This is an optimization exercise on Yosys and OpenROAD, whose aim is small area and a short achievable clock period, not a production implementation. Where RTL was checked, it was by simulation tests only, not by an equivalence proof against the original. The RTL of runs 1 and 2 was laid out without a check of its function. No activity file was given, so power comes from the tool's default toggle rates.

==> flow/design.v <==
module axis_prog_intra_cycle_delay #(
  parameter  int DATA_WIDTH      = 256,
  parameter  int SAMPLE_WIDTH    = 16,
  parameter  int MAX_CYCLE_DELAY = 8,
  parameter  int RESET_DELAY     = 10,
  localparam int SPC             = DATA_WIDTH / SAMPLE_WIDTH,
  localparam int DW              = $clog2((MAX_CYCLE_DELAY + 1) * SPC)
) (
  input  logic                  clk,
  input  logic                  rst_n,
  input  logic [DATA_WIDTH-1:0] s_axis_tdata,
  input  logic                  s_axis_tvalid,
  input  logic                  s_axis_tlast,
  output logic [DATA_WIDTH-1:0] m_axis_tdata,
  output logic                  m_axis_tvalid,
  output logic                  m_axis_tlast,
  input  logic [DW-1:0]         cfg_delay,
  input  logic                  cfg_valid,
  output logic                  cfg_pending,
  output logic                  cfg_clamped,
  output logic [DW-1:0]         cur_delay
);
  localparam int STAGES = MAX_CYCLE_DELAY + 1;
  localparam int RW     = $clog2(SPC);
  localparam int MAX_D  = MAX_CYCLE_DELAY * SPC + SPC - 1;
  localparam int SW     = SAMPLE_WIDTH;
  typedef logic [DATA_WIDTH-1:0] word_t;
  typedef enum logic {CFG_IDLE, CFG_PENDING} cfg_state_t;
  logic [STAGES:0] vld_pipe, last_pipe;    
  cfg_state_t    state;
  logic [DW-1:0] pend_delay, req_delay, load_val;
  logic          req_over, pipe_empty, do_load;
  assign req_over   = int'(cfg_delay) > MAX_D;
  assign req_delay  = req_over ? DW'(MAX_D) : cfg_delay;
  assign pipe_empty = ~|vld_pipe & ~s_axis_tvalid;
  assign do_load    = pipe_empty & (cfg_valid | (state == CFG_PENDING));
  assign load_val   = cfg_valid ? req_delay : pend_delay;
  logic [DW-1:0] delay_n;
  logic [3:0]    rot_lo, rot_hi;
  always_ff @(posedge clk or negedge rst_n) begin
    if (!rst_n) begin
      state       <= CFG_IDLE;
      cfg_pending <= 1'b0;
      cfg_clamped <= 1'b0;
      cur_delay   <= DW'(RESET_DELAY);
      delay_n     <= ~DW'(RESET_DELAY);
      rot_lo      <= 4'b1 << (RESET_DELAY % 4);
      rot_hi      <= 4'b1 << ((RESET_DELAY / 4) % 4);
      pend_delay  <= '0;
    end else begin
      cfg_clamped <= cfg_valid & req_over;
      if (cfg_valid) pend_delay <= req_delay;
      if (do_load) begin
        cur_delay <= load_val;
        delay_n   <= ~load_val;
        rot_lo    <= 4'b1 << load_val[1:0];
        rot_hi    <= 4'b1 << load_val[3:2];
      end
      case (state)
        CFG_IDLE: if (cfg_valid && !pipe_empty) begin
          state       <= CFG_PENDING;
          cfg_pending <= 1'b1;
        end
        CFG_PENDING: if (pipe_empty) begin
          state       <= CFG_IDLE;
          cfg_pending <= 1'b0;
        end
        default: state <= CFG_IDLE;
      endcase
    end
  end
  logic [3:0]    q;
  logic [RW-1:0] r;
  assign q = ~delay_n[DW-1:RW];
  assign r = ~delay_n[RW-1:0];
  logic [SPC-1:0] u1, u2, u4, u8, n1, n2, n4, n8, ext;
  logic [MAX_CYCLE_DELAY:0] sel_q;
  logic                     sel_rnz;
  always_ff @(posedge clk) begin
    for (int k = 0; k < SPC; k++) begin
      logic [3:0] age;
      age    = q + 4'(RW'(k) < r);
      u1[k] <= age[0];           n1[k] <= ~age[0];
      u2[k] <= age[1] | age[3];  n2[k] <= ~(age[1] | age[3]);
      u4[k] <= age[2] | age[3];  n4[k] <= ~(age[2] | age[3]);
      u8[k] <= age[3];           n8[k] <= ~age[3];
      ext[k] <= RW'(k) < r;
    end
    for (int a = 0; a <= MAX_CYCLE_DELAY; a++) sel_q[a] <= q == 4'(a);
    sel_rnz <= r != '0;
  end
  logic vld_cur, vld_prv, last_cur, last_prv;
  assign vld_cur  = |(sel_q & vld_pipe[MAX_CYCLE_DELAY:0]);
  assign vld_prv  = |(sel_q & vld_pipe[STAGES:1]);
  assign last_cur = |(sel_q & last_pipe[MAX_CYCLE_DELAY:0]);
  assign last_prv = |(sel_q & last_pipe[STAGES:1]);
  always_ff @(posedge clk or negedge rst_n) begin
    if (!rst_n) begin
      vld_pipe  <= '0;
      last_pipe <= '0;
    end else begin
      vld_pipe  <= {vld_pipe[STAGES-1:0], s_axis_tvalid};
      last_pipe <= {last_pipe[STAGES-1:0], s_axis_tvalid & s_axis_tlast};
    end
  end
  word_t rot1, rot2;
  for (genvar j = 0; j < SPC; j++) begin : g_rot
    always_comb begin
      rot1[j*SW +: SW] = '0;
      for (int s = 0; s < 4; s++)
        rot1[j*SW +: SW] = rot1[j*SW +: SW]
          | (s_axis_tdata[((j - s) & (SPC - 1))*SW +: SW] & {SW{rot_lo[s]}});
    end
  end
  for (genvar j = 0; j < SPC; j++) begin : g_rot2
    always_comb begin
      rot2[j*SW +: SW] = '0;
      for (int s = 0; s < 4; s++)
        rot2[j*SW +: SW] = rot2[j*SW +: SW]
          | (rot1[((j - 4*s) & (SPC - 1))*SW +: SW] & {SW{rot_hi[s]}});
    end
  end
  word_t s0, m1, m2, m4, m8, masked;
  word_t a1, b1, b2, c1, c2, c3, c4, d1, d2;
  always_ff @(posedge clk) begin
    s0 <= rot2;
    a1 <= s0;
    b1 <= m1;  b2 <= b1;
    c1 <= m2;  c2 <= c1;  c3 <= c2;  c4 <= c3;
    d1 <= m4;  d2 <= d1;
  end
  for (genvar k = 0; k < SPC; k++) begin : g_lane
    localparam int L = k * SW;
    logic v, t8, f8;
    assign v  = ext[k] ? vld_prv : vld_cur;
    assign t8 = u8[k] & v;
    assign f8 = n8[k] & v;
    assign m1[L +: SW] = (a1[L +: SW] & {SW{u1[k]}}) | (s0[L +: SW] & {SW{n1[k]}});
    assign m2[L +: SW] = (b2[L +: SW] & {SW{u2[k]}}) | (m1[L +: SW] & {SW{n2[k]}});
    assign m4[L +: SW] = (c4[L +: SW] & {SW{u4[k]}}) | (m2[L +: SW] & {SW{n4[k]}});
    assign masked[L +: SW] = (d2[L +: SW] & {SW{t8}}) | (m4[L +: SW] & {SW{f8}});
  end
  always_ff @(posedge clk or negedge rst_n) begin
    if (!rst_n) begin
      m_axis_tdata  <= '0;
      m_axis_tvalid <= 1'b0;
      m_axis_tlast  <= 1'b0;
    end else begin
      m_axis_tdata  <= masked;
      m_axis_tvalid <= vld_cur | (sel_rnz & vld_prv);
      m_axis_tlast  <= sel_rnz ? last_prv : last_cur;
    end
  end
endmodule
==> flow/run.sh <==
#!/bin/bash
# synth_recipe.tcl (not shown) runs the flow's synth.tcl, then flattens the netlist and writes it again
# the make line also repeats each setting of config.mk as NAME=value (left out here)
make -C /OpenROAD-flow-scripts/flow DESIGN_CONFIG=/design/flow/config.mk WORK_HOME=/design/flow/orfs CLKGATE_MAP_FILE= SYNTH_SCRIPT=/design/flow/synth_recipe.tcl finish
==> flow/config.mk <==
export PLATFORM = sky130hd
export DESIGN_NAME = axis_prog_intra_cycle_delay
export DESIGN_NICKNAME = axis_prog_intra_cycle_delay
export VERILOG_FILES = /design/flow/design.v
export SDC_FILE = /design/flow/constraint.sdc
export NUM_CORES = 4
export LEC_CHECK = 0
export CAP_MARGIN = 20
export CORE_MARGIN = 2
export CORE_UTILIZATION = 40
export SETUP_SLACK_MARGIN = 3.4
export SLEW_MARGIN = 20
==> flow/constraint.sdc <==
create_clock -name core_clock -period 6.0 [get_ports {clk}]
set_input_delay 1.2000 -clock core_clock [delete_from_list [all_inputs] [get_ports {clk}]]
set_output_delay 1.2000 -clock core_clock [all_outputs]
set_load 0.01 [all_outputs]
==> results of run 1 <==
## synthesized netlist by cell type, drive strengths merged (2+ instances only)
library cell	instances	share of area, %
nand2	774	3.3
a222oi	2	0.023
a221oi	32	0.54
a21o	4	0.034
nor4	2	0.014
a21oi	8	0.046
xor2	15	0.15
xnor2	15	0.15
nand3	214	1.2
a31oi	2	0.014
nand2b	16	0.11
inv	76	0.33
a221o	15	0.17
nor2b	6	0.043
o21ai	7	0.040
mux2	4	0.052
and2b	9	0.078
and2	34	0.24
o31ai	10	0.086
a22o	788	7.9
dfxtp	2712	62
buf	61	0.32
nor2	27	0.12
nor3	6	0.034
a32o	16	0.18
o22ai	4	0.029
clkbuf	464	2.0
dfstp	6	0.18
a22oi	1244	11
ha	30	0.43
and3	16	0.11
dfrtp	307	8.8
## area by class of cell
class | count | share of cell area [%]
inverter | 76 | 0.273
timing repair buffer | 620 | 5.13
tap | 2854 | 3.42
multi-input combinational | 3310 | 21.8
clock buffer | 424 | 8.59
sequential | 3025 | 59.6
clock inverter | 113 | 1.11
antenna | 59 | 0.141
## power groups by stage
stage               logic (mW)  registers, mW  clock network [mW]
global route              4.00           24.2                20.2
global placement          3.64           24.3                   0
detailed placement        3.69           24.3                   0
finish                    3.73           23.9                19.0
floorplan                 2.64           23.2                   0
CTS                       3.67           23.9                19.4
## what timing repair did
item                                     CTS  global route
setup buffers                              2             7
pin swaps                                  1             0
endpoints found under the setup margin   388           315
gates resized for setup                 1150            41
gates cloned                               0             0
## routing by layer
layer	global-route usage, %	wire length (um)	vias to the layer above
met1	30.5	114000	28200
met4	13.4	15900	44
li1	-	-	26100
met2	35.9	121000	2260
met3	5.18	17500	571
met5	0	292	-
## sequential cells by signal, indices dropped and copies added, names as in the netlist, 256 cells and up
name	flops
c2	256
s0	256
a1	256
d1	256
d2	256
c3	256
b1	256
c1	256
c4	256
b2	256
m_axis_tdata	256
## cells by family (layout without fill, tap and decap cells)
group	Yosys count	after routing	share of synthesized area, %
AO/OA/AOI/OAI	2137	2137	19.9
XOR/XNOR	30	30	0.302
adder cells (fa/ha/maj)	30	30	0.431
buffers and inverters	601	1233	2.65
flip-flops	3025	3025	71.3
multiplexers	5	5	0.0632
other	0	59	0
AND/OR/NAND/NOR	1108	1108	5.37
## how the worst max path moves through the flow
stage	startpoint	slack, ns	depth (start not counted)	to
3_5_place_dp	s_axis_tvalid	2.60	4	rot_hi[0]
5_1_grt	cur_delay[3]	3.19	1	cur_delay[3]
2_1_floorplan	cfg_valid	3.71	5	rot_hi[2]
4_1_cts	cur_delay[3]	3.16	1	cur_delay[3]
3_3_place_gp	s_axis_tvalid	2.64	5	cur_delay[7]
6_report	cur_delay[3]	3.23	1	cur_delay[3]
## through the flow
| stage | power [mW] | setup slack (ns) | cell area, um^2 |
|---|---|---|---|
| detailed placement | 28.0 | 2.60 | 94700 |
| floorplan | 25.9 | 3.71 | 87100 |
| finish | 46.7 | 3.23 | 104000 |
| global route | 48.4 | 3.19 | 104000 |
| global placement | 27.9 | 2.64 | 94700 |
| CTS | 47.0 | 3.16 | 104000 |
==> results_dict.tcl, run 1 <==
set metrics [dict create \
    fillers 19100 \
    drtAntennaViolNets 0 \
    hpwl_um 188000 \
    h-tree-depth 5 \
    fin_util_pct 48.2 \
    max_freq_mhz 361 \
    overflow 0 \
    path_clk_slew_ns 0.07 \
    ff2ff_path_depth 5 \
    peakVddDrop_mv 0.285 \
    syn_area_um2 87100 \
    power_frac_seq_pct 51.2 \
    die_h_um 471 \
    arrival_ns 1.57 \
    gp_congestion 0.915 \
    tns_ns 0 \
    cts_tree "done" \
    vias 57100 \
    cts_buffer_depth 4 \
    hp-class "in -> async" \
    core_area_um2 217000 \
    dp.cells 9874 \
    grt_max_degree 121 \
    worstReg2RegStart "vld_pipe[1]" \
    critPathKind "reg -> out" \
    p_int_mw 35.0 \
    ctsHoldBuffers 0 \
    crit_chain "buf_6" \
    drtPass1Iterations 20 \
    yosysSeqAreaShare_pct 71.3 \
    synth-seq-cells 3025 \
    critPathRequiredTime_ns 4.80 \
    switchingPower_mw 11.7 \
    grt_pass1_wl_um 383000 \
    post-route-period-util_pct 46.1 \
    status "timing/DRC/antenna clean" \
    layout_common_cells "dfxtp_1, a22oi_1, a22o_1, nand2_1, clkbuf_16" \
    synth.avg_cell_area_um2 12.6 \
    cts_root_buf "clkbuf_16" \
    vias_per_cell 5.45 \
    cp-end-kind "output port" \
    boundaryPins 537 \
    drcViolationCount 0 \
    syn_inst 6936 \
    worst_slew_pin_slew_ns 1.13 \
    multi_input_area_um2 22700 \
    cts.sinks 3025 \
    switching_share_pct 25.2 \
    initial_utilization_pct 40.2 \
    first_iter_violations 5630 \
    crit_slowest_cell "dfstp_2" \
    synth_ff_type "dfxtp_1" \
    clock_power_share_pct 40.8 \
    min_period_ns 2.77 \
    skew_ns 0.0722 \
    cpPeakStageDelay_ns 0.56 \
    finalHoldViolCount 0 \
    drt-total-wl_um 269000 \
    wl_per_cell_um 25.7 \
    antenna_found_initial 91 \
    synth.distinct_cells 47 \
    slew_violations 0 \
    first_global_vias 54400 \
    p_per_area_nw_per_um2 447 \
    finalNetCount 7642 \
    fin_cells 10500 \
    cts_buffers 310 \
    fp.dieW_um 471 \
    leakage_nw 44.4 \
    rsz0062_at_grt "true" \
    worstPathMaxFanout 2 \
    rows 171 \
    clk_latency_ns 0.95 \
    yosys_warnings 1 \
    async_reset_ff_share_pct 10.3 \
    crit_family "flip-flops" \
    area_growth_pct 19.8 \
    layout-drive-gt1-share_pct 12.1 \
    hold_ws_ns 0.250 \
    setup_violations 0 \
    mostFrequentLayoutCell "dfxtp_1" \
    syn-num-nets 7235 \
    drv_cap 0 \
    startpoint_type "flop" \
    comb_power_share_pct 8.0 \
    register_area_um2 62200 \
    port_buffers 536 \
    slew_headroom_pct 24.5 \
    worst-path-buf-inv 1 \
    r2r_slack_ns 3.39 \
    fp.dieArea_um2 222000 \
    track_usage_pct 23.4 \
    rr_endpoint "m_axis_tdata[195]" \
    synth_edf_count 0 \
]
==> run 2: changes to the inputs <==
--- a/flow/design.v
+++ b/flow/design.v
@@ -35,26 +35,32 @@
   assign pipe_empty = ~|vld_pipe & ~s_axis_tvalid;
   assign do_load    = pipe_empty & (cfg_valid | (state == CFG_PENDING));
   assign load_val   = cfg_valid ? req_delay : pend_delay;
-  logic [DW-1:0] delay_n;
-  logic [3:0]    rot_lo, rot_hi;
+  localparam logic [DW-1:0] CD_RST = DW'(RESET_DELAY);
+  localparam logic [3:0]    LO_RST = 4'b1 << (RESET_DELAY % 4);
+  localparam logic [3:0]    HI_RST = 4'b1 << ((RESET_DELAY / 4) % 4);
+  logic [DW-1:0] delay_n, cd_x;
+  logic [3:0]    rot_lo, rot_hi, lo_x, hi_x;
+  assign cur_delay = cd_x ^ CD_RST;
+  assign rot_lo    = lo_x ^ LO_RST;
+  assign rot_hi    = hi_x ^ HI_RST;
   always_ff @(posedge clk or negedge rst_n) begin
     if (!rst_n) begin
       state       <= CFG_IDLE;
       cfg_pending <= 1'b0;
       cfg_clamped <= 1'b0;
-      cur_delay   <= DW'(RESET_DELAY);
-      delay_n     <= ~DW'(RESET_DELAY);
-      rot_lo      <= 4'b1 << (RESET_DELAY % 4);
-      rot_hi      <= 4'b1 << ((RESET_DELAY / 4) % 4);
+      cd_x        <= '0;
+      delay_n     <= ~CD_RST;
+      lo_x        <= '0;
+      hi_x        <= '0;
       pend_delay  <= '0;
     end else begin
       cfg_clamped <= cfg_valid & req_over;
       if (cfg_valid) pend_delay <= req_delay;
       if (do_load) begin
-        cur_delay <= load_val;
+        cd_x      <= load_val ^ CD_RST;
         delay_n   <= ~load_val;
-        rot_lo    <= 4'b1 << load_val[1:0];
-        rot_hi    <= 4'b1 << load_val[3:2];
+        lo_x      <= (4'b1 << load_val[1:0]) ^ LO_RST;
+        hi_x      <= (4'b1 << load_val[3:2]) ^ HI_RST;
       end
       case (state)
         CFG_IDLE: if (cfg_valid && !pipe_empty) begin
@@ -74,7 +80,6 @@
   assign q = ~delay_n[DW-1:RW];
   assign r = ~delay_n[RW-1:0];
   logic [SPC-1:0] u1, u2, u4, u8, n1, n2, n4, n8, ext;
-  logic [MAX_CYCLE_DELAY:0] sel_q;
   logic                     sel_rnz;
   always_ff @(posedge clk) begin
     for (int k = 0; k < SPC; k++) begin
@@ -86,21 +91,36 @@
       u8[k] <= age[3];           n8[k] <= ~age[3];
       ext[k] <= RW'(k) < r;
     end
-    for (int a = 0; a <= MAX_CYCLE_DELAY; a++) sel_q[a] <= q == 4'(a);
     sel_rnz <= r != '0;
   end
+  logic [MAX_CYCLE_DELAY:0] q_dec;
+  logic [STAGES:0]          vld_next, last_next;
   logic vld_cur, vld_prv, last_cur, last_prv;
-  assign vld_cur  = |(sel_q & vld_pipe[MAX_CYCLE_DELAY:0]);
-  assign vld_prv  = |(sel_q & vld_pipe[STAGES:1]);
-  assign last_cur = |(sel_q & last_pipe[MAX_CYCLE_DELAY:0]);
-  assign last_prv = |(sel_q & last_pipe[STAGES:1]);
+  for (genvar a = 0; a <= MAX_CYCLE_DELAY; a++) begin : g_qdec
+    assign q_dec[a] = q == 4'(a);
+  end
+  assign vld_next  = {vld_pipe[STAGES-1:0], s_axis_tvalid};
+  assign last_next = {last_pipe[STAGES-1:0], s_axis_tvalid & s_axis_tlast};
+  always_ff @(posedge clk or negedge rst_n) begin
+    if (!rst_n) begin
+      vld_cur  <= 1'b0;
+      vld_prv  <= 1'b0;
+      last_cur <= 1'b0;
+      last_prv <= 1'b0;
+    end else begin
+      vld_cur  <= |(q_dec & vld_next[MAX_CYCLE_DELAY:0]);
+      vld_prv  <= |(q_dec & vld_next[STAGES:1]);
+      last_cur <= |(q_dec & last_next[MAX_CYCLE_DELAY:0]);
+      last_prv <= |(q_dec & last_next[STAGES:1]);
+    end
+  end
   always_ff @(posedge clk or negedge rst_n) begin
     if (!rst_n) begin
       vld_pipe  <= '0;
       last_pipe <= '0;
     end else begin
-      vld_pipe  <= {vld_pipe[STAGES-1:0], s_axis_tvalid};
-      last_pipe <= {last_pipe[STAGES-1:0], s_axis_tvalid & s_axis_tlast};
+      vld_pipe  <= vld_next;
+      last_pipe <= last_next;
     end
   end
   word_t rot1, rot2;
--- a/flow/config.mk
+++ b/flow/config.mk
@@ -8,5 +8,7 @@
 export CAP_MARGIN = 20
 export CORE_MARGIN = 2
 export CORE_UTILIZATION = 40
-export SETUP_SLACK_MARGIN = 3.4
+export CTS_CLUSTER_DIAMETER = 70
+export CTS_CLUSTER_SIZE = 25
+export SETUP_SLACK_MARGIN = 3.6
 export SLEW_MARGIN = 20
==> run 2 against run 1 <==
  * Global-route usage is 0.13 points lower
  * Largest power group unchanged
  * Still clean
  * Final area is 7.0% lower
  * Cell count is 12% lower
  * First-iteration DRC count is 8.9% lower
  * Register-to-register slack better by 0.17 ns
  * Combinational power is 3% lower
  * Via count is 9.7% lower
  * Critical path type unchanged
==> results_dict.tcl, run 2 <==
set metrics [dict create \
    synthTopCellsByArea "dfxtp_1, a22o_1, dfrtp_1, o221ai_1, a22oi_1" \
    layout_common_cells "dfxtp_1, a22o_1, dfrtp_1, clkdlybuf4s50_1, a22oi_1" \
    drv_cap 0 \
    synth_top_area_share_pct 64.0 \
    post-route-period-util_pct 48.2 \
    p_per_area_nw_per_um2 408 \
    layout-drive-gt1-share_pct 10.8 \
    hp-class "in -> async" \
    syn_inst 5979 \
    yosysMostFrequentCell "dfxtp_1" \
    h-tree-depth 4 \
    fp.dieArea_um2 215000 \
    crit_family "buffers and inverters" \
    gp_congestion 0.889 \
    rsz0062_at_grt "true" \
    grt_pass1_wl_um 365000 \
    overflow 0 \
    cts_tree "done" \
    startpoint_type "flop" \
    syn-num-nets 6278 \
    status "timing/DRC/antenna clean" \
    worstPathMaxFanout 2 \
    cpPeakStageDelay_ns 0.39 \
    syn_area_um2 84600 \
    clk_latency_ns 0.84 \
    port_buffers 536 \
    finalNetCount 6544 \
    drcViolationCount 0 \
    cp-end-kind "output port" \
    cts_buffer_depth 3 \
    synth.distinct_cells 51 \
    tns_ns 0 \
    synth_area_leader_cell "dfxtp_1" \
    cts.sinks 3017 \
    pre_cts_ws_ns 2.62 \
    ctsHoldBuffers 0 \
    drt-total-wl_um 261000 \
    crit_slowest_cell "dfrtp_1" \
    drtPass1Iterations 8 \
    fin_cells 9180 \
    first_global_vias 49500 \
    finalHoldViolCount 0 \
    critPathKind "reg -> out" \
    core_area_um2 210000 \
    async_reset_ff_share_pct 10.4 \
    slew_violations 0 \
    placed_area_um2 91800 \
    initial_utilization_pct 40.3 \
    mostFrequentLayoutCell "dfxtp_1" \
    yosysSeqAreaShare_pct 73.3 \
    boundaryPins 537 \
    yosys_warnings 1 \
    vias_per_cell 5.62 \
    rows 168 \
    leakage_nw 38.7 \
    arrival_ns 1.69 \
    worst_slew_pin_slew_ns 1.08 \
    skew_ns 0.0440 \
    grt_max_degree 161 \
    synthTopCellsByCount "dfxtp_1, a22o_1, dfrtp_1" \
    antenna_found_initial 80 \
    die_h_um 464 \
    setup_violations 0 \
    synth_edf_count 0 \
    critPathRequiredTime_ns 4.80 \
    max_freq_mhz 346 \
    path_clk_slew_ns 0.09 \
    synth.avg_cell_area_um2 14.1 \
    setup_slack_ns 3.11 \
    track_usage_pct 23.3 \
    area_growth_pct 14.8 \
    crit_chain "buf_12, clkinvlp_4, buf_6" \
    peakVddDrop_mv 0.306 \
    min_period_ns 2.89 \
    synth_ff_type "dfxtp_1" \
    hpwl_um 182000 \
    wl_per_cell_um 28.4 \
    dp.cells 8863 \
    synth-seq-cells 3017 \
    worst-path-buf-inv 3 \
    vias 51600 \
    design_area_um2 97100 \
    slew_headroom_pct 27.9 \
    first_iter_violations 5130 \
    fp.dieW_um 464 \
    fin_util_pct 46.3 \
    drtAntennaViolNets 0 \
    cts_root_buf "clkbuf_16" \
    cts_buffers 155 \
]
[run 2: cell type report]
cell class,instances,area [um^2]
repair buffers,617,5740
clock buffers,197,4160
diodes,46,115
fillers,18600,113000
repair inverters,1,8.76
multi-input cells,2402,20600
inverters,51,256
well taps,2805,3510
clock inverters,44,644
flip-flops and latches,3017,62000
[run 2: per-layer routing]
layer	share of wire (%)	track usage [%]	wire [um]
met1	42	30.4	111000
met2	45	36.0	116000
met3	6.7	4.87	17300
met4	6.2	12.9	16200
met5	0.11	0	276
[run 2: what timing repair did]
action / 4_1_cts / 5_1_grt
buffers inserted: 17 / 6
setup endpoints to repair: 475 / 403
cloned: 5 / 2
pin swaps: 1 / 5
gates resized for setup: 1244 / 97
[run 2: cells by family (layout without fill, tap and decap cells)]
| kind of cell | after synthesis | in the layout | share of synthesized area [%] |
|---|---|---|---|
| compound gates | 2091 | 2092 | 21.4 |
| mux | 32 | 32 | 0.399 |
| buf+inv | 561 | 910 | 2.83 |
| xor+xnor | 30 | 30 | 0.311 |
| fa+ha+maj | 30 | 30 | 0.444 |
| simple gates | 218 | 218 | 1.32 |
| other cells | 0 | 46 | 0 |
| flops | 3017 | 3017 | 73.3 |
[run 2: path summary, 6_finish.rpt]
kind                          from          endpoint  slack (ns)  depth (start not counted)
max                        cd_x[1]      cur_delay[1]        3.11                          3
min                          rst_n  m_axis_tdata[50]        0.31                          1
max reg2reg                lo_x[1]            s0[91]        3.56                          4
min reg2reg                 c3[68]            c4[68]        0.31                          0
max in group asynchronous    rst_n           hi_x[2]        4.39                          2
min in group core_clock     c3[68]            c4[68]        0.31                          0
[run 2: metrics by stage]
| stage | total power, mW | hold slack (ns) |
|---|---|---|
| after floorplan | 26.2 | 0.310 |
| after global placement | 28.1 | 0.310 |
| after detailed placement | 28.2 | 0.312 |
| after CTS | 39.8 | 0.305 |
| after global routing | 41.1 | 0.305 |
| final | 39.7 | 0.310 |
[run 2: where the power goes]
part           switching, mW  internal (mW)
sequential              1.84           22.5
clock                   6.54           5.15
combinational           2.13           1.49
total                   10.5           29.1
==> run 3: changes to the inputs <==
--- a/flow/design.v
+++ b/flow/design.v
@@ -25,15 +25,15 @@
   localparam int MAX_D  = MAX_CYCLE_DELAY * SPC + SPC - 1;
   localparam int SW     = SAMPLE_WIDTH;
   typedef logic [DATA_WIDTH-1:0] word_t;
-  typedef enum logic {CFG_IDLE, CFG_PENDING} cfg_state_t;
   logic [STAGES:0] vld_pipe, last_pipe;    
-  cfg_state_t    state;
+  logic          idle, pend_next;
   logic [DW-1:0] pend_delay, req_delay, load_val;
   logic          req_over, pipe_empty, do_load;
   assign req_over   = int'(cfg_delay) > MAX_D;
   assign req_delay  = req_over ? DW'(MAX_D) : cfg_delay;
   assign pipe_empty = ~|vld_pipe & ~s_axis_tvalid;
-  assign do_load    = pipe_empty & (cfg_valid | (state == CFG_PENDING));
+  assign do_load    = pipe_empty & (cfg_valid | ~idle);
+  assign pend_next  = idle ? (cfg_valid & ~pipe_empty) : ~pipe_empty;
   assign load_val   = cfg_valid ? req_delay : pend_delay;
   localparam logic [DW-1:0] CD_RST = DW'(RESET_DELAY);
   localparam logic [3:0]    LO_RST = 4'b1 << (RESET_DELAY % 4);
@@ -45,7 +45,7 @@
   assign rot_hi    = hi_x ^ HI_RST;
   always_ff @(posedge clk or negedge rst_n) begin
     if (!rst_n) begin
-      state       <= CFG_IDLE;
+      idle        <= 1'b1;
       cfg_pending <= 1'b0;
       cfg_clamped <= 1'b0;
       cd_x        <= '0;
@@ -54,25 +54,16 @@
       hi_x        <= '0;
       pend_delay  <= '0;
     end else begin
+      idle        <= ~pend_next;
+      cfg_pending <= pend_next;
       cfg_clamped <= cfg_valid & req_over;
+      cd_x        <= (do_load ? load_val : ~delay_n) ^ CD_RST;
       if (cfg_valid) pend_delay <= req_delay;
       if (do_load) begin
-        cd_x      <= load_val ^ CD_RST;
         delay_n   <= ~load_val;
         lo_x      <= (4'b1 << load_val[1:0]) ^ LO_RST;
         hi_x      <= (4'b1 << load_val[3:2]) ^ HI_RST;
       end
-      case (state)
-        CFG_IDLE: if (cfg_valid && !pipe_empty) begin
-          state       <= CFG_PENDING;
-          cfg_pending <= 1'b1;
-        end
-        CFG_PENDING: if (pipe_empty) begin
-          state       <= CFG_IDLE;
-          cfg_pending <= 1'b0;
-        end
-        default: state <= CFG_IDLE;
-      endcase
     end
   end
   logic [3:0]    q;
--- a/flow/config.mk
+++ b/flow/config.mk
@@ -10,5 +10,5 @@
 export CORE_UTILIZATION = 40
 export CTS_CLUSTER_DIAMETER = 70
 export CTS_CLUSTER_SIZE = 25
-export SETUP_SLACK_MARGIN = 3.6
+export SETUP_SLACK_MARGIN = 3.5
 export SLEW_MARGIN = 20
==> run 3 against run 2 <==
  * Register-to-register slack got worse by 0.10 ns
  * Maximum frequency up 7.6%
  * Critical path depth fell by 2
  * Worst hold slack lost 0.021 ns
  * Total power increased by 3.6%
  * First-iteration DRC count decreased by 13%
  * Largest cell class unchanged
  * Largest power group unchanged
==> results_dict.tcl, run 3 <==
set metrics [dict create \
    grt_max_degree 133 \
    overflow 0 \
    leakage_nw 38.6 \
    crit_chain "buf_6" \
    crit_slowest_cell "dfrtp_2" \
    switching_share_pct 26.7 \
    initial_utilization_pct 40.3 \
    hp-class "in -> async" \
    synth_top_area_share_pct 64.1 \
    synthMuxAreaShare_pct 0.327 \
    power_frac_seq_pct 61.4 \
    worst_slew_pin_slew_ns 1.01 \
    critPathRequiredTime_ns 4.80 \
    worst-path-buf-inv 1 \
    synth_top_family_by_area "compound AO/OA/AOI/OAI gates" \
    post-route-period-util_pct 44.8 \
    ctsHoldBuffers 0 \
    fp.dieArea_um2 215000 \
    yosys_warnings 1 \
    finalHoldViolCount 0 \
    vias 51200 \
    max_freq_mhz 372 \
    first_global_vias 49600 \
    clk_latency_ns 0.84 \
    synth.distinct_cells 52 \
    track_usage_pct 23.5 \
    synth.avg_cell_area_um2 14.1 \
    finalNetCount 6529 \
    layout-drive-gt1-share_pct 10.6 \
    synth_fa_ha_area_share_pct 0.444 \
    h-tree-depth 4 \
    vias_per_cell 5.57 \
    peakVddDrop_mv 0.334 \
    slew_violations 0 \
    grt_pass1_wl_um 367000 \
    yosysMostFrequentCell "dfxtp_1" \
    layout_common_cells "dfxtp_1, a22o_1, dfrtp_1, clkdlybuf4s50_1, o221ai_1" \
    status "timing/DRC/antenna clean" \
    setup_violations 0 \
    startpoint_type "flop" \
    syn-num-nets 6271 \
    syn_area_um2 84400 \
    cp-end-kind "output port" \
    yosysSeqAreaShare_pct 73.5 \
    arrival_ns 1.49 \
    synth_compound_area_share_pct 21.5 \
    p_int_mw 30.1 \
    synthTopCellsByArea "dfxtp_1, a22o_1, dfrtp_1, o221ai_1, a22oi_1" \
    clock_power_share_pct 28.9 \
    fp.dieW_um 463 \
    design_area_um2 96700 \
    skew_ns 0.0394 \
    cts_root_buf "clkbuf_16" \
    p_per_area_nw_per_um2 425 \
    async_reset_ff_share_pct 10.5 \
    synth-seq-cells 3019 \
    slew_headroom_pct 32.7 \
    synth_edf_count 0 \
    path_clk_slew_ns 0.09 \
    placed_area_um2 91800 \
    first_iter_violations 4478 \
    boundaryPins 537 \
    drcViolationCount 0 \
    gp_congestion 0.916 \
    tns_ns 0 \
    hpwl_um 186000 \
    synthTopCellsByCount "dfxtp_1, a22o_1, clkbuf_1" \
    port_buffers 536 \
    cts_buffer_depth 3 \
    drtPass1Iterations 6 \
    synth_area_leader_cell "dfxtp_1" \
    mostFrequentLayoutCell "dfxtp_1" \
    syn_inst 5972 \
    min_period_ns 2.69 \
    critPathKind "reg -> out" \
    cpPeakStageDelay_ns 0.50 \
    drt-total-wl_um 261000 \
    wl_per_cell_um 28.4 \
    cts_tree "done" \
    drv_cap 0 \
    rows 168 \
    comb_power_share_pct 9.7 \
    rsz0062_at_grt "true" \
    cts_buffers 155 \
    core_area_um2 210000 \
    die_h_um 463 \
    crit_family "flip-flops" \
    worstPathMaxFanout 1 \
    drtAntennaViolNets 0 \
    yosys.area_share.simple_pct 1.17 \
    cts.sinks 3019 \
    synth_ff_type "dfxtp_1" \
    antenna_found_initial 88 \
    switchingPower_mw 11.0 \
    area_growth_pct 14.5 \
    synth_xor_area_share_pct 0.311 \
]
-- run 3: cell types whose count changed in the layout (fill, tap and decap cells not counted), moves of 11 or more --
cell	change
buf_6	-23
o22ai_1	-20
buf_2	+18
a2bb2oi_1	+17
diode_2	+16
a221o_1	-15
o221ai_1	+15
dfrtp_2	+13
and3_1	-11
dfrtp_1	-11
inv_1	+11
-- run 3: cells by family after synthesis --
logic type | after synthesis
and+or+nand+nor | 195
DFF | 3019
muxes | 26
AOI/OAI and AO/OA | 2100
buffers and inverters | 572
adders and majority gates | 30
xor gates and xnor gates | 30
-- run 3: path summary, 6_finish.rpt --
check / to / slack (ns) / start / cells past startpoint
max: m_axis_tdata[53] / 3.31 / m_axis_tdata[53] / 1
min: m_axis_tdata[221] / 0.29 / rst_n / 1
max reg2reg: s0[170] / 3.46 / hi_x[1] / 4
min reg2reg: c4[11] / 0.30 / c3[11] / 0
max in group asynchronous: m_axis_tdata[69] / 4.57 / rst_n / 2
min in group core_clock: c4[11] / 0.30 / c3[11] / 0
-- run 3: through the flow --
stage          worst slack, ns  power [mW]  instances  util, %  hold WS, ns
3_5_place_dp              2.55        29.6       8868     43.8        0.312
5_1_grt                   3.26        42.7       9174     46.1        0.272
3_3_place_gp              2.57        29.4       8868     43.8        0.309
6_report                  3.31        41.1       9192     46.1        0.288
2_1_floorplan             3.65        27.2       5972        -        0.310
4_1_cts                   3.18        41.3       9128     45.8        0.243
-- run 3: timing repair --
| action | 4_1_cts | 5_1_grt |
|---|---|---|
| endpoints found under the setup margin | 409 | 325 |
| cloned | 0 | 1 |
| gates resized for setup | 1206 | 74 |
| endpoints found under the hold margin | 0 | 0 |
| buffers inserted | 8 | 1 |
-- run 3: layout make-up --
class / instances / area (um^2)
Clock inverter: 46 / 642
Sequential cell: 3019 / 62100
Inverter: 61 / 262
Multi-Input combinational cell: 2381 / 20400
Tap cell: 2805 / 3510
Clock buffer: 206 / 4250
Timing Repair Buffer: 612 / 5410
Fill cell: 18700 / 113000
Antenna cell: 62 / 155
-- run 3: metal layers --
layer  wire, um  track usage, %  up-vias
met3      14800            4.31      544
met4      16600            13.7       22
met5        147               0        -
met2     120000            37.6     1921
met1     109000            29.7    25700
li1           -               -    23000
-- run 3: power groups by stage --
stage          clock (mW)  sequential (mW)  combinational, mW
4_1_cts              12.1             25.3               3.90
3_3_place_gp            0             25.6               3.83
6_report             11.9             25.2               3.99
3_5_place_dp            0             25.7               3.88
2_1_floorplan           0             24.1               3.13
5_1_grt              12.8             25.6               4.25
==> run 4: changes to the inputs <==
==> flow/flow/run.sh (new file) <==
#!/bin/bash
set -euo pipefail
export BUFFER_PORTS_ARGS="-buffer_cell sky130_fd_sc_hd__buf_1"
export CTS_ARGS="-sink_clustering_enable -repair_clock_nets -sink_clustering_size 25 -sink_clustering_max_diameter 70 -dont_use_dummy_load"
bash standard.sh > standard.log 2>&1
==> flow/standard.sh (new file) <==
#!/bin/bash
# synth_recipe.tcl (not shown) runs the flow's synth.tcl, then flattens the netlist and writes it again
# the make line also repeats each setting of config.mk as NAME=value (left out here)
make -C /OpenROAD-flow-scripts/flow DESIGN_CONFIG=/design/flow/config.mk WORK_HOME=/design/flow/orfs CLKGATE_MAP_FILE= SYNTH_SCRIPT=/design/flow/synth_recipe.tcl "${@:-finish}"
--- a/flow/config.mk
+++ b/flow/config.mk
@@ -7,7 +7,7 @@
 export LEC_CHECK = 0
 export CAP_MARGIN = 20
 export CORE_MARGIN = 2
-export CORE_UTILIZATION = 40
+export CORE_UTILIZATION = 55
 export CTS_CLUSTER_DIAMETER = 70
 export CTS_CLUSTER_SIZE = 25
 export SETUP_SLACK_MARGIN = 3.5
removed: flow/run.sh
==> run 4 against run 3 <==
  * Synthesized area unchanged
  * Non-clock buffer count decreased by 6
  * Worst hold slack got worse by 0.014 ns
  * Final area decreased by 4.8%
==> results_dict.tcl, run 4 <==
set metrics [dict create \
    peakVddDrop_mv 0.350 \
    cts_root_buf "clkbuf_16" \
    crit_family "flip-flops" \
    initial_utilization_pct 55.5 \
    cts_buffer_depth 3 \
    max_freq_mhz 377 \
    synth_ff_type "dfxtp_1" \
    synthTopCellsByCount "dfxtp_1, a22o_1, clkbuf_1" \
    gp_congestion 0.905 \
    worstPathMaxFanout 1 \
    drcViolationCount 0 \
    synth.avg_cell_area_um2 14.1 \
    arrival_ns 1.45 \
    status "timing/DRC/antenna clean" \
    vias_per_cell 6.16 \
    fp.dieArea_um2 157000 \
    finalNetCount 6517 \
    cts.sinks 3019 \
    finalHoldViolCount 0 \
    first_iter_violations 4867 \
    worst_slew_pin_slew_ns 1.05 \
    wl_per_cell_um 28.1 \
    drv_cap 0 \
    hp-start "b1[250]" \
    rsz0062_at_grt "true" \
    clk_latency_ns 0.81 \
    synth-seq-cells 3019 \
    grt_pass1_wl_um 332000 \
    min_period_ns 2.65 \
    drtAntennaViolNets 0 \
    layout-drive-gt1-share_pct 8.46 \
    worst-path-buf-inv 1 \
    rows 143 \
    startpoint_type "flop" \
    crit_slowest_cell "dfrtp_2" \
    critPathRequiredTime_ns 4.80 \
    crit_chain "buf_6" \
    whs_path_depth 0 \
    syn_area_um2 84400 \
    yosysSeqAreaShare_pct 73.5 \
    leakage_nw 36.9 \
    r2r_slack_ns 3.44 \
    cts_buffers 149 \
    h-tree-depth 4 \
    hpwl_um 163000 \
    setup_violations 0 \
    path_clk_slew_ns 0.09 \
    hp-class "reg -> reg" \
    vias 51000 \
    yosys_warnings 1 \
    fin_util_pct 60.5 \
    syn_inst 5972 \
    layout_common_cells "dfxtp_1, a22o_1, buf_1, dfrtp_1, o221ai_1" \
    cpPeakStageDelay_ns 0.50 \
    tns_ns 0 \
    die_h_um 396 \
    fp.dieW_um 396 \
    crit_start "m_axis_tdata[39]" \
    fin_cells 8274 \
    area_growth_pct 9.00 \
    track_usage_pct 28.9 \
    worstReg2RegStart "lo_x[0]" \
    post-route-period-util_pct 44.2 \
    rr_endpoint "s0[230]" \
    synthTopCellsByArea "dfxtp_1, a22o_1, dfrtp_1, o221ai_1, a22oi_1" \
    drtPass1Iterations 8 \
    grt_max_degree 158 \
    core_area_um2 152000 \
    slew_headroom_pct 30.1 \
    ff2ff_path_depth 4 \
    p_per_area_nw_per_um2 426 \
    synth.distinct_cells 52 \
    min_to "b2[250]" \
    syn-num-nets 6271 \
    cp-end-kind "output port" \
    cts_tree "done" \
    dp.cells 8095 \
    skew_ns 0.0680 \
    async_reset_ff_share_pct 10.5 \
    yosysMostFrequentCell "dfxtp_1" \
    overflow 0 \
    first_global_vias 47700 \
    drt-total-wl_um 232000 \
    synth_edf_count 0 \
    boundaryPins 537 \
    antenna_found_initial 64 \
    synth_area_leader_cell "dfxtp_1" \
    ctsHoldBuffers 0 \
    mostFrequentLayoutCell "dfxtp_1" \
    synth_top_area_share_pct 64.1 \
    slew_violations 0 \
    port_buffers 536 \
    critPathKind "reg -> out" \
]
==> run 4: cell counts after synthesis <==
Identical to the previous run, type by type.
==> run 4: worst max path at each step <==
stage / to / slack (ns) / cells after the start
2_1_floorplan: cd_x[1] / 3.65 / 6
3_3_place_gp: lo_x[2] / 2.85 / 5
3_5_place_dp: lo_x[2] / 2.87 / 5
4_1_cts: m_axis_tdata[39] / 3.31 / 1
5_1_grt: m_axis_tdata[39] / 3.33 / 1
6_report: m_axis_tdata[39] / 3.35 / 1
==> run 4: power breakdown <==
group | total [mW] | internal [mW] | switching [mW]
Combinational | 3.77 | 1.53 | 2.23
Clock | 10.3 | 4.44 | 5.85
Sequential | 25.2 | 23.1 | 2.06
==> run 4: cells by family (layout without fill, tap and decap cells) <==
family | after synthesis | count (layout) | share of synthesized area [%]
DFF | 3019 | 3019 | 73.5
AOI/OAI and AO/OA | 2100 | 2100 | 21.5
buffers and inverters | 572 | 816 | 2.78
and+or+nand+nor | 195 | 195 | 1.17
adders and majority gates | 30 | 30 | 0.444
xor gates and xnor gates | 30 | 30 | 0.311
muxes | 26 | 26 | 0.327
other | 0 | 28 | 0
==> run 4: metrics by stage <==
step	power (mW)	hold WS [ns]	worst slack, ns	instance area, um^2
global placement	29.2	0.310	2.85	87600
detailed placement	29.3	0.312	2.87	87600
global route	40.8	0.271	3.33	92000
finish	39.2	0.274	3.35	92000
CTS	39.4	0.276	3.31	91600
floorplan	27.2	0.310	3.65	84400
==> run 4: what timing repair did <==
action / in CTS / in global routing
setup endpoints to repair: 319 / 380
cloned: 0 / 0
buffers inserted: 0 / 2
gates resized for setup: 79 / 227
==> run 4: area by class of cell <==
type	instances	area, um^2
sequential	3019	62100
fill	12100	60200
multi-input combinational	2381	20200
clock buffer	149	3730
timing repair buffer	606	3170
tap	2030	2540
inverter	61	268
antenna	28	70.1
==> run 4: layer usage <==
layer	global-route usage, %	share of wire, %
met5	0	0.12
met2	41.9	42
met3	7.07	8.7
met4	10.2	3.7
met1	42.1	45
==> run 5: changes to the inputs <==
--- a/flow/config.mk
+++ b/flow/config.mk
@@ -7,7 +7,7 @@
 export LEC_CHECK = 0
 export CAP_MARGIN = 20
 export CORE_MARGIN = 2
-export CORE_UTILIZATION = 55
+export CORE_UTILIZATION = 40
 export CTS_CLUSTER_DIAMETER = 70
 export CTS_CLUSTER_SIZE = 25
 export SETUP_SLACK_MARGIN = 3.5
==> run 5 against run 4 <==
  * Still clean on timing, DRC and antenna
  * Final area is 1.6% higher
  * Via count is 0.63% higher
  * Sequential share of layout area is 1.1 points lower
  * First-iteration DRC count is 5.3% lower
  * Synthesized area stayed put
  * Worst setup slack worse by 0.0076 ns
==> results_dict.tcl, run 5 <==
set metrics [dict create \
    post-route-period-util_pct 44.4 \
    p_per_area_nw_per_um2 425 \
    fp.dieW_um 463 \
    port_buffers 536 \
    async_reset_ff_share_pct 10.5 \
    dp.cells 8869 \
    status "timing/DRC/antenna clean" \
    syn_area_um2 84400 \
    drcViolationCount 0 \
    max_freq_mhz 376 \
    crit_chain "buf_2" \
    rsz0062_at_grt "true" \
    crit_slowest_cell "dfrtp_1" \
    hp-class "reg -> reg" \
    startpoint_type "flop" \
    synth.distinct_cells 52 \
    critPathKind "reg -> out" \
    core_area_um2 210000 \
    syn-num-nets 6271 \
    layout_common_cells "dfxtp_1, a22o_1, dfrtp_1, buf_1, o221ai_1" \
    switchingPower_mw 10.4 \
    grt_pass1_wl_um 362000 \
    cts_buffers 158 \
    p_int_mw 29.4 \
    drt-total-wl_um 257000 \
    arrival_ns 1.46 \
    antenna_found_initial 112 \
    cts_tree "done" \
    setup_slack_ns 3.34 \
    cts.sinks 3019 \
    comb_power_share_pct 9.7 \
    worstPathMaxFanout 1 \
    tns_ns 0 \
    cts_root_buf "clkbuf_16" \
    min_to "c3[205]" \
    min_period_ns 2.66 \
    layout-drive-gt1-share_pct 8.84 \
    vias 51300 \
    boundaryPins 537 \
    first_iter_violations 4610 \
    rr_endpoint "s0[116]" \
    whs_path_depth 0 \
    cp-end-kind "output port" \
    critPathRequiredTime_ns 4.80 \
    grt_max_degree 122 \
    finalHoldViolCount 0 \
    worst-path-buf-inv 1 \
    worstReg2RegStart "lo_x[1]" \
    synth_edf_count 0 \
    switching_share_pct 26.2 \
    fin_cells 9107 \
    finalNetCount 6532 \
    yosysSeqAreaShare_pct 73.5 \
    synth_ff_type "dfxtp_1" \
    first_global_vias 49300 \
    power_frac_seq_pct 63.3 \
    clock_power_share_pct 26.9 \
    h-tree-depth 4 \
    vias_per_cell 5.64 \
    path_clk_slew_ns 0.09 \
    rows 168 \
    wl_per_cell_um 28.2 \
    drv_cap 0 \
    area_growth_pct 10.7 \
    fillers 19000 \
    peakVddDrop_mv 0.313 \
    synthTopCellsByArea "dfxtp_1, a22o_1, dfrtp_1, o221ai_1, a22oi_1" \
    overflow 0 \
    leakage_nw 37.1 \
    skew_ns 0.0921 \
    syn_inst 5972 \
    clk_latency_ns 0.84 \
    hpwl_um 183000 \
    mostFrequentLayoutCell "dfxtp_1" \
    fp.dieArea_um2 215000 \
    synthTopCellsByCount "dfxtp_1, a22o_1, clkbuf_1" \
    crit_family "flip-flops" \
    drtAntennaViolNets 0 \
    synth_top_area_share_pct 64.1 \
    cts_buffer_depth 3 \
    ff2ff_path_depth 4 \
    drtPass1Iterations 7 \
    synth-seq-cells 3019 \
    synth.avg_cell_area_um2 14.1 \
    yosysMostFrequentCell "dfxtp_1" \
    gp_congestion 0.930 \
    worst_slew_pin_slew_ns 1.15 \
    slew_violations 0 \
    cpPeakStageDelay_ns 0.45 \
    die_h_um 463 \
    total_power_mw 39.8 \
    track_usage_pct 23.2 \
    hp-start "c2[205]" \
    initial_utilization_pct 40.3 \
    slew_headroom_pct 22.4 \
    synth_area_leader_cell "dfxtp_1" \
    r2r_slack_ns 3.45 \
    yosys_warnings 1 \
    setup_violations 0 \
    pre_cts_ws_ns 2.90 \
]
-- run 5: worst max path at each step --
stage	start	endpoint	cells after the start
after detailed placement	cfg_delay[5]	lo_x[2]	5
final	m_axis_tdata[48]	m_axis_tdata[48]	1
after CTS	m_axis_tdata[49]	m_axis_tdata[49]	1
after global routing	m_axis_tdata[48]	m_axis_tdata[48]	1
after floorplan	s_axis_tvalid	cd_x[1]	6
after global placement	cfg_delay[4]	hi_x[2]	5
-- run 5: kinds of logic (layout without fill, tap and decap cells) --
logic type | count (synthesis) | in the layout | synth area share, %
buffers and inverters | 572 | 831 | 2.78
muxes | 26 | 26 | 0.327
xor gates and xnor gates | 30 | 30 | 0.311
AOI/OAI and AO/OA | 2100 | 2100 | 21.5
other | 0 | 71 | 0
DFF | 3019 | 3019 | 73.5
and+or+nand+nor | 195 | 195 | 1.17
adders and majority gates | 30 | 30 | 0.444
-- run 5: cell type report --
class	count	area, um^2	area share, %
sequential	3019	62100	66.4
multi-input combinational	2381	20200	21.6
clock buffer	158	3950	4.23
tap	2805	3510	3.75
timing repair buffer	612	3320	3.55
inverter	61	259	0.277
antenna	71	178	0.190
-- run 5: routing by layer --
layer / up-vias / global-route usage, % / wire length (um)
li1: 22800 / - / -
met1: 25700 / 29.4 / 106000
met2: 2142 / 36.0 / 116000
met3: 641 / 4.63 / 15800
met4: 44 / 15.2 / 18700
met5: - / 0 / 285
-- run 5: repair_timing --
item | in CTS | in global routing
hold buffers | 0 | 0
resized for setup | 112 | 230
setup endpoints to repair | 437 | 314
buffers inserted | 3 | 6
-- run 5: power groups by stage --
stage	Sequential, mW	Combinational, mW	Clock, mW
detailed placement	25.7	3.70	0
floorplan	24.1	3.13	0
CTS	25.2	3.77	11.0
global placement	25.6	3.65	0
finish	25.2	3.86	10.7
global route	25.5	4.13	11.7
-- run 5: per-stage QoR --
step	instance area [um^2]	util, %	hold WS (ns)
after floorplan	84400	-	0.310
after global placement	88500	42.2	0.310
after detailed placement	88500	42.2	0.312
after CTS	92800	44.3	0.256
after global routing	93500	44.5	0.264
final	93500	44.6	0.262
==> run 6: changes to the inputs <==
--- a/flow/config.mk
+++ b/flow/config.mk
@@ -10,5 +10,5 @@
 export CORE_UTILIZATION = 40
 export CTS_CLUSTER_DIAMETER = 70
 export CTS_CLUSTER_SIZE = 25
-export SETUP_SLACK_MARGIN = 3.5
+export SETUP_SLACK_MARGIN = 3.8
 export SLEW_MARGIN = 20
==> run 6 against run 5 <==
  * Worst setup slack lost 0.049 ns
  * Combinational power rose by 5.7%
  * Sequential share of layout area fell by 1.0 points
  * Die area unchanged
  * Global-route usage shrank 0.17 points
  * First-iteration DRC count up 1.0%
  * Cell count is 0.23% higher
  * Non-clock buffer count up 21
  * Critical path type unchanged
  * Critical endpoint is now m_axis_tdata[64]
  * Largest power group unchanged
  * Highest routed layer unchanged
==> results_dict.tcl, run 6 <==
set metrics [dict create \
    status "timing/DRC/antenna clean" \
    pre_cts_ws_ns 2.60 \
    critPathRequiredTime_ns 4.80 \
    synth_edf_count 0 \
    drt-total-wl_um 258000 \
    yosys_warnings 1 \
    worst-path-buf-inv 1 \
    crit_family "flip-flops" \
    die_h_um 463 \
    fin_util_pct 45.3 \
    worstPathMaxFanout 1 \
    gp_congestion 0.922 \
    cts_buffer_depth 3 \
    synth_area_leader_cell "dfxtp_1" \
    startpoint_type "flop" \
    wl_per_cell_um 28.2 \
    finalNetCount 6553 \
    grt_max_degree 131 \
    layout_common_cells "dfxtp_1, a22o_1, dfrtp_1, buf_1, a22oi_1" \
    placed_area_um2 88600 \
    post-route-period-util_pct 45.2 \
    antenna_found_initial 103 \
    core_area_um2 210000 \
    setup_violations 0 \
    slew_headroom_pct 33.7 \
    crit_slowest_cell "dfrtp_2" \
    syn-num-nets 6271 \
    rsz0062_at_grt "true" \
    path_clk_slew_ns 0.10 \
    vias_per_cell 5.61 \
    mostFrequentLayoutCell "dfxtp_1" \
    synth_ff_type "dfxtp_1" \
    hpwl_um 184000 \
    drtPass1Iterations 6 \
    setup_slack_ns 3.29 \
    vias 51200 \
    syn_area_um2 84400 \
    synth.avg_cell_area_um2 14.1 \
    syn_inst 5972 \
    min_period_ns 2.71 \
    fp.dieW_um 463 \
    async_reset_ff_share_pct 10.5 \
    synth-seq-cells 3019 \
    p_per_area_nw_per_um2 420 \
    cpPeakStageDelay_ns 0.50 \
    tns_ns 0 \
    initial_utilization_pct 40.3 \
    drtAntennaViolNets 0 \
    design_area_um2 95000 \
    h-tree-depth 4 \
    crit_chain "buf_6" \
    drv_cap 0 \
    port_buffers 536 \
    yosysSeqAreaShare_pct 73.5 \
    cts_root_buf "clkbuf_16" \
    cp-end-kind "output port" \
    boundaryPins 537 \
    finalHoldViolCount 0 \
    first_iter_violations 4657 \
    peakVddDrop_mv 0.313 \
    overflow 0 \
    synth_top_area_share_pct 64.1 \
    first_global_vias 48600 \
    worst_slew_pin_slew_ns 0.994 \
    yosysMostFrequentCell "dfxtp_1" \
    synthTopCellsByArea "dfxtp_1, a22o_1, dfrtp_1, o221ai_1, a22oi_1" \
    skew_ns 0.105 \
    max_freq_mhz 369 \
    cts.sinks 3019 \
    critPathKind "reg -> out" \
    cts_buffers 158 \
    hp-class "reg -> reg" \
    clk_latency_ns 0.86 \
    synth.distinct_cells 52 \
    arrival_ns 1.51 \
    track_usage_pct 23.0 \
    cts_tree "done" \
    drcViolationCount 0 \
    leakage_nw 37.6 \
    fp.dieArea_um2 215000 \
    rows 168 \
    total_power_mw 39.9 \
    layout-drive-gt1-share_pct 11.3 \
    synthTopCellsByCount "dfxtp_1, a22o_1, clkbuf_1" \
    slew_violations 0 \
    grt_pass1_wl_um 360000 \
    area_growth_pct 12.5 \
]
-- run 6: metal layers --
metal  vias up  track usage [%]  wire length [um]
li1      22900                -                 -
met3       643             4.58             15900
met5         -                0               267
met1     25600             29.1            106000
met2      2034             35.7            116000
met4        42             15.2             18700
-- run 6: logic make-up (layout without fill, tap and decap cells) --
group,Yosys count,count (layout),synth area share [%]
AO/OA/AOI/OAI,2100,2100,21.5
XOR/XNOR,30,30,0.311
adder cells (fa/ha/maj),30,30,0.444
buffers and inverters,572,852,2.78
flip-flops,3019,3019,73.5
multiplexers,26,26,0.327
other,0,71,0
AND/OR/NAND/NOR,195,195,1.17
-- run 6: worst paths after layout --
check | start | endpoint | slack (ns) | depth (start not counted)
worst max-delay path | m_axis_tdata[64] | m_axis_tdata[64] | 3.29 | 1
worst min-delay path | b1[8] | b2[8] | 0.28 | 0
worst max register to register | lo_x[1] | s0[246] | 3.73 | 4
worst min register to register | b1[8] | b2[8] | 0.28 | 0
max in group asynchronous | rst_n | m_axis_tdata[201] | 4.24 | 2
min in group asynchronous | rst_n | m_axis_tdata[187] | 0.40 | 1
-- run 6: repair_timing --
| action | CTS | global route |
|---|---|---|
| hold buffers | 0 | 0 |
| endpoints found under the setup margin | 634 | 455 |
| pin swaps | 0 | 6 |
| gates resized for setup | 261 | 300 |
| gates cloned | 1 | 4 |
| setup buffers | 15 | 12 |
-- run 6: final cells by class --
type	count	area (um^2)
clock buffer	158	3950
fill	18700	115000
sequential	3019	62100
multi-input combinational	2381	21100
inverter	61	274
timing repair buffer	633	3900
tap	2805	3510
antenna	71	178
-- run 6: where the power goes --
| group | leakage (nW) | internal (mW) | switching [mW] | total, mW |
|---|---|---|---|---|
| sequential | 26.3 | 23.1 | 2.01 | 25.1 |
| combinational | 9.38 | 1.66 | 2.42 | 4.08 |
| clock | 1.95 | 4.69 | 6.02 | 10.7 |
| total | 37.6 | 29.5 | 10.5 | 39.9 |
-- run 6: metrics by stage --
stage | hold WS, ns | cells
5_1_grt | 0.281 | 9104
6_report | 0.275 | 9128
3_5_place_dp | 0.312 | 8867
3_3_place_gp | 0.310 | 8866
2_1_floorplan | 0.310 | 5972
4_1_cts | 0.272 | 9041
==> run 7: changes to the inputs <==
==> flow/flow/run.sh (replaced) <==
#!/bin/bash
# The standard layout (standard.sh: the standard flow's own ORFS flow and synthesis, unchanged), with:
# - the smallest buffer for the port buffers (timing repair still upsizes those on critical
#   paths) and clock tree synthesis without dummy loads, with config.mk's sink clustering;
# - after placement, each output port's flip-flop moved next to its port buffer (then
#   legalized), since the paths from those flip-flops to the ports set the achieved period.
set -euo pipefail
export BUFFER_PORTS_ARGS="-buffer_cell sky130_fd_sc_hd__buf_1"
export CTS_ARGS="-sink_clustering_enable -repair_clock_nets -sink_clustering_size 25 -sink_clustering_max_diameter 70 -dont_use_dummy_load"
bash standard.sh place > standard_place.log 2>&1
PULL_DB="$PWD/orfs/results/${FLOW_PLATFORM}/axis_prog_intra_cycle_delay/base/3_place.odb" \
  openroad -no_init -exit flow/pull_outputs.tcl > pull_outputs.log 2>&1
bash standard.sh > standard_finish.log 2>&1
==> flow/flow/pull_outputs.tcl (new file) <==
# Move each output port's driving flip-flop (and an inverter between it and the port buffer,
# if there is one) next to that port's buffer, then legalize. Reads and writes the ODB
# named by the PULL_DB environment variable.
read_db $::env(PULL_DB)
set block [ord::get_db_block]

proc driver_of {inst} {
  foreach it [$inst getITerms] {
    if {![$it isInputSignal]} continue
    set n [$it getNet]
    if {$n eq "NULL"} continue
    foreach it2 [$n getITerms] {
      if {[$it2 isOutputSignal]} { return [$it2 getInst] }
    }
  }
  return ""
}

proc single_input {inst} {
  set n 0
  foreach it [$inst getITerms] { if {[$it isInputSignal]} { incr n } }
  return [expr {$n == 1}]
}

set moved 0
foreach bt [$block getBTerms] {
  if {[$bt getIoType] ne "OUTPUT"} continue
  set net [$bt getNet]
  if {$net eq "NULL"} continue
  set buf ""
  foreach it [$net getITerms] { if {[$it isOutputSignal]} { set buf [$it getInst] } }
  if {$buf eq ""} continue
  set chain {}
  set d [driver_of $buf]
  if {$d ne "" && ![[$d getMaster] isSequential] && [single_input $d]} {
    lappend chain $d
    set d [driver_of $d]
  }
  if {$d eq "" || ![[$d getMaster] isSequential]} continue
  lappend chain $d
  set bb [$buf getBBox]
  foreach inst $chain {
    set fb [$inst getBBox]
    set dist [expr {abs([$bb xMin]-[$fb xMin]) + abs([$bb yMin]-[$fb yMin])}]
    if {$dist < 3000} continue
    $inst setLocation [$bb xMin] [$bb yMin]
    incr moved
  }
}
puts "pull_outputs: moved $moved instances"
detailed_placement
check_placement -verbose
write_db $::env(PULL_DB)
--- a/flow/config.mk
+++ b/flow/config.mk
@@ -10,5 +10,5 @@
 export CORE_UTILIZATION = 40
 export CTS_CLUSTER_DIAMETER = 70
 export CTS_CLUSTER_SIZE = 25
-export SETUP_SLACK_MARGIN = 3.8
+export SETUP_SLACK_MARGIN = 3.5
 export SLEW_MARGIN = 20
==> run 7 against run 6 <==
  * Global-route usage up 0.56 points
  * Largest cell class unchanged
  * Core utilization shrank 0.62 points
  * Via count rose by 0.61%
  * Total power increased by 0.32%
  * Clock skew is 0.0025 ns lower
  * Highest routed layer unchanged
  * Clock-buffer cell count increased by 8
  * Clock power barely moved
  * Maximum frequency rose by 5.0%
  * Worst hold slack better by 0.010 ns
  * Sequential share of layout area increased by 0.89 points
==> results_dict.tcl, run 7 <==
set metrics [dict create \
    r2r_slack_ns 3.43 \
    register_area_um2 62100 \
    h-tree-depth 4 \
    grt_util_met3_pct 4.55 \
    multi_input_area_um2 20200 \
    post-route-period-util_pct 43.0 \
    cts.sinks 3019 \
    critPathRequiredTime_ns 4.80 \
    ff2ff_path_depth 4 \
    worstPathMaxFanout 1 \
    track_usage_pct 23.6 \
    vias 51500 \
    crit_chain "inv_2, buf_6" \
    synth-seq-cells 3019 \
    yosys_warnings 1 \
    synth_top_area_share_pct 64.1 \
    layout-drive-gt1-share_pct 9.12 \
    drv_cap 0 \
    cp-end-kind "output port" \
    min_period_ns 2.58 \
    cpPeakStageDelay_ns 0.39 \
    skew_ns 0.103 \
    grt_pass1_wl_um 368000 \
    layout_common_cells "dfxtp_1, a22o_1, dfrtp_1, buf_1, o221ai_1" \
    synth.distinct_cells 52 \
    yosysMostFrequentCell "dfxtp_1" \
    mostFrequentLayoutCell "dfxtp_1" \
    hpwl_um 183000 \
    worst_slew_pin_slew_ns 1.09 \
    drtPass1Iterations 6 \
    clk_latency_ns 0.85 \
    yosysSeqAreaShare_pct 73.5 \
    p_per_area_nw_per_um2 427 \
    synth_edf_count 0 \
    synth_area_leader_cell "dfxtp_1" \
    vias_per_cell 5.66 \
    drtAntennaViolNets 0 \
    area_growth_pct 11.0 \
    initial_utilization_pct 40.3 \
    cts_buffers 166 \
    wl_per_cell_um 28.7 \
    grt_use_met2_pct 36.8 \
    critPathKind "reg -> out" \
    drt-total-wl_um 261000 \
    syn-num-nets 6271 \
    worst-path-buf-inv 2 \
    antenna_found_initial 110 \
    syn_area_um2 84400 \
    setup_violations 0 \
    cts_tree "done" \
    crit_start "cd_x[1]" \
    overflow 0 \
    status "timing/DRC/antenna clean" \
    drcViolationCount 0 \
    rr_endpoint "s0[116]" \
    hp-start "d1[40]" \
    finalNetCount 6541 \
    first_iter_violations 4685 \
    fp.dieW_um 463 \
    core_area_um2 210000 \
    slew_headroom_pct 26.3 \
    total_power_mw 40.0 \
    fillers 18900 \
    fin_util_pct 44.7 \
    rsz0062_at_grt "true" \
    gp_congestion 0.930 \
    max_freq_mhz 387 \
    synth_ff_type "dfxtp_1" \
    crit_end "cur_delay[1]" \
    port_buffers 536 \
    finalHoldViolCount 0 \
    arrival_ns 1.38 \
    synth.avg_cell_area_um2 14.1 \
    tns_ns 0 \
    startpoint_type "flop" \
    worstReg2RegStart "lo_x[1]" \
    gr-usage-met1_pct 30.1 \
    cts_buffer_depth 3 \
    boundaryPins 537 \
    crit_family "flip-flops" \
    async_reset_ff_share_pct 10.5 \
    grt_max_degree 122 \
    busiest_layer "met2" \
    rows 168 \
    cts_root_buf "clkbuf_16" \
    cp.depth 2 \
    fp.dieArea_um2 215000 \
    leakage_nw 37.3 \
    die_h_um 463 \
    path_clk_slew_ns 0.09 \
    hold_ws_ns 0.286 \
    slew_violations 0 \
    hp-class "reg -> reg" \
    syn_inst 5972 \
    peakVddDrop_mv 0.298 \
    synthTopCellsByCount "dfxtp_1, a22o_1, clkbuf_1" \
    crit_slowest_cell "dfrtp_1" \
    synthTopCellsByArea "dfxtp_1, a22o_1, dfrtp_1, o221ai_1, a22oi_1" \
    first_global_vias 49700 \
]
## run 7: area by class of cell
class	instances	share of cell area, %
sequential	3019	66.2
clock buffer	166	4.43
inverter	61	0.276
multi-input combinational	2381	21.6
antenna	62	0.166
timing repair buffer	613	3.54
tap	2805	3.75
## run 7: metal layers
layer	wire, um	vias to the layer above	share of wire [%]
met2	118000	2033	45
met4	17800	38	6.8
met5	243	-	0.093
met1	110000	26000	42
li1	-	22900	-
met3	15100	622	5.8
## run 7: how the worst min path moves through the flow
| stage | slack, ns | depth (start not counted) | end |
|---|---|---|---|
| after floorplan | 0.31 | 0 | b2[0] |
| after global placement | 0.31 | 0 | c3[113] |
| after detailed placement | 0.31 | 0 | b2[208] |
| after CTS | 0.29 | 0 | d2[108] |
| after global routing | 0.29 | 0 | c2[48] |
| final | 0.29 | 0 | d2[40] |
## run 7: worst reg2reg max path: stages (launching register included)
cell and delay (ns):
dfrtp_4 0.69, buf_12 0.31, a22o_1 0.41, a221oi_1 0.59
o221ai_1 0.41
## run 7: power breakdown
group / switching, mW / total [mW] / internal, mW
logic: 2.34 / 3.89 / 1.55
clock network: 6.08 / 11.0 / 4.91
registers: 2.05 / 25.2 / 23.1
## run 7: stage by stage
| step | area, um^2 | setup slack, ns | cells |
|---|---|---|---|
| global route | 93700 | 3.32 | 9092 |
| finish | 93700 | 3.42 | 9107 |
| CTS | 93100 | 3.33 | 9038 |
| global placement | 88500 | 2.90 | 8869 |
| floorplan | 84400 | 3.65 | 5972 |
| detailed placement | 88500 | 2.90 | 8869 |
## run 7: timing repair
item                                   in CTS  in global routing
endpoints found under the hold margin       0                  0
resized for setup                         105                253
hold buffers                                0                  0
pin swaps                                   0                  0
setup endpoints to repair                 427                291
setup buffers                               3                  7
## run 7: cells by family (layout without fill, tap and decap cells)
logic type	after synthesis	in the layout	synth area share, %
XOR/XNOR	30	30	0.311
AO/OA/AOI/OAI	2100	2100	21.5
buffers and inverters	572	840	2.78
adder cells (fa/ha/maj)	30	30	0.444
AND/OR/NAND/NOR	195	195	1.17
other	0	62	0
flip-flops	3019	3019	73.5
multiplexers	26	26	0.327

-- what the ideal ports hide --
No port has a modelled driver above. Below, the same layouts with a new extraction and two added sets of constraints.
Step 1 sets driving cells, clkbuf_16 on the clock port and buf_2 on the other inputs (assumed; they add their load-dependent delay and slew).
Step 2 also shifts input and output timing later by t, the mid clock arrival at the registers, as if the neighbouring blocks saw the same clock.
a / b / c = ideal / step 1 / step 2; a / b = the first two.
run	t (ns)	setup WS [ns]	worst register clock-pin slew, ns	worst data-port slew with drivers (ns)	pins driven straight from the clock port
run 1	1.000	3.232 / 3.143 / 2.599	0.07 / 0.07	0.38	1
run 2	0.907	3.108 / 3.019 / 2.714	0.10 / 0.10	0.24	1
run 3	0.905	3.312 / 3.223 / 2.834	0.10 / 0.10	0.30	1
run 4	0.864	3.345 / 3.263 / 2.852	0.10 / 0.10	0.20	1
run 5	0.888	3.338 / 3.249 / 2.748	0.10 / 0.10	0.27	1
run 6	0.901	3.288 / 3.194 / 3.052	0.10 / 0.10	0.33	1
run 7	0.877	3.418 / 3.329 / 2.717	0.10 / 0.10	0.26	1
After both steps setup and hold are still met in every run listed. The setup slack of run 7, which loses most, moves by -0.089 ns with the drivers and by -0.701 ns with both steps.
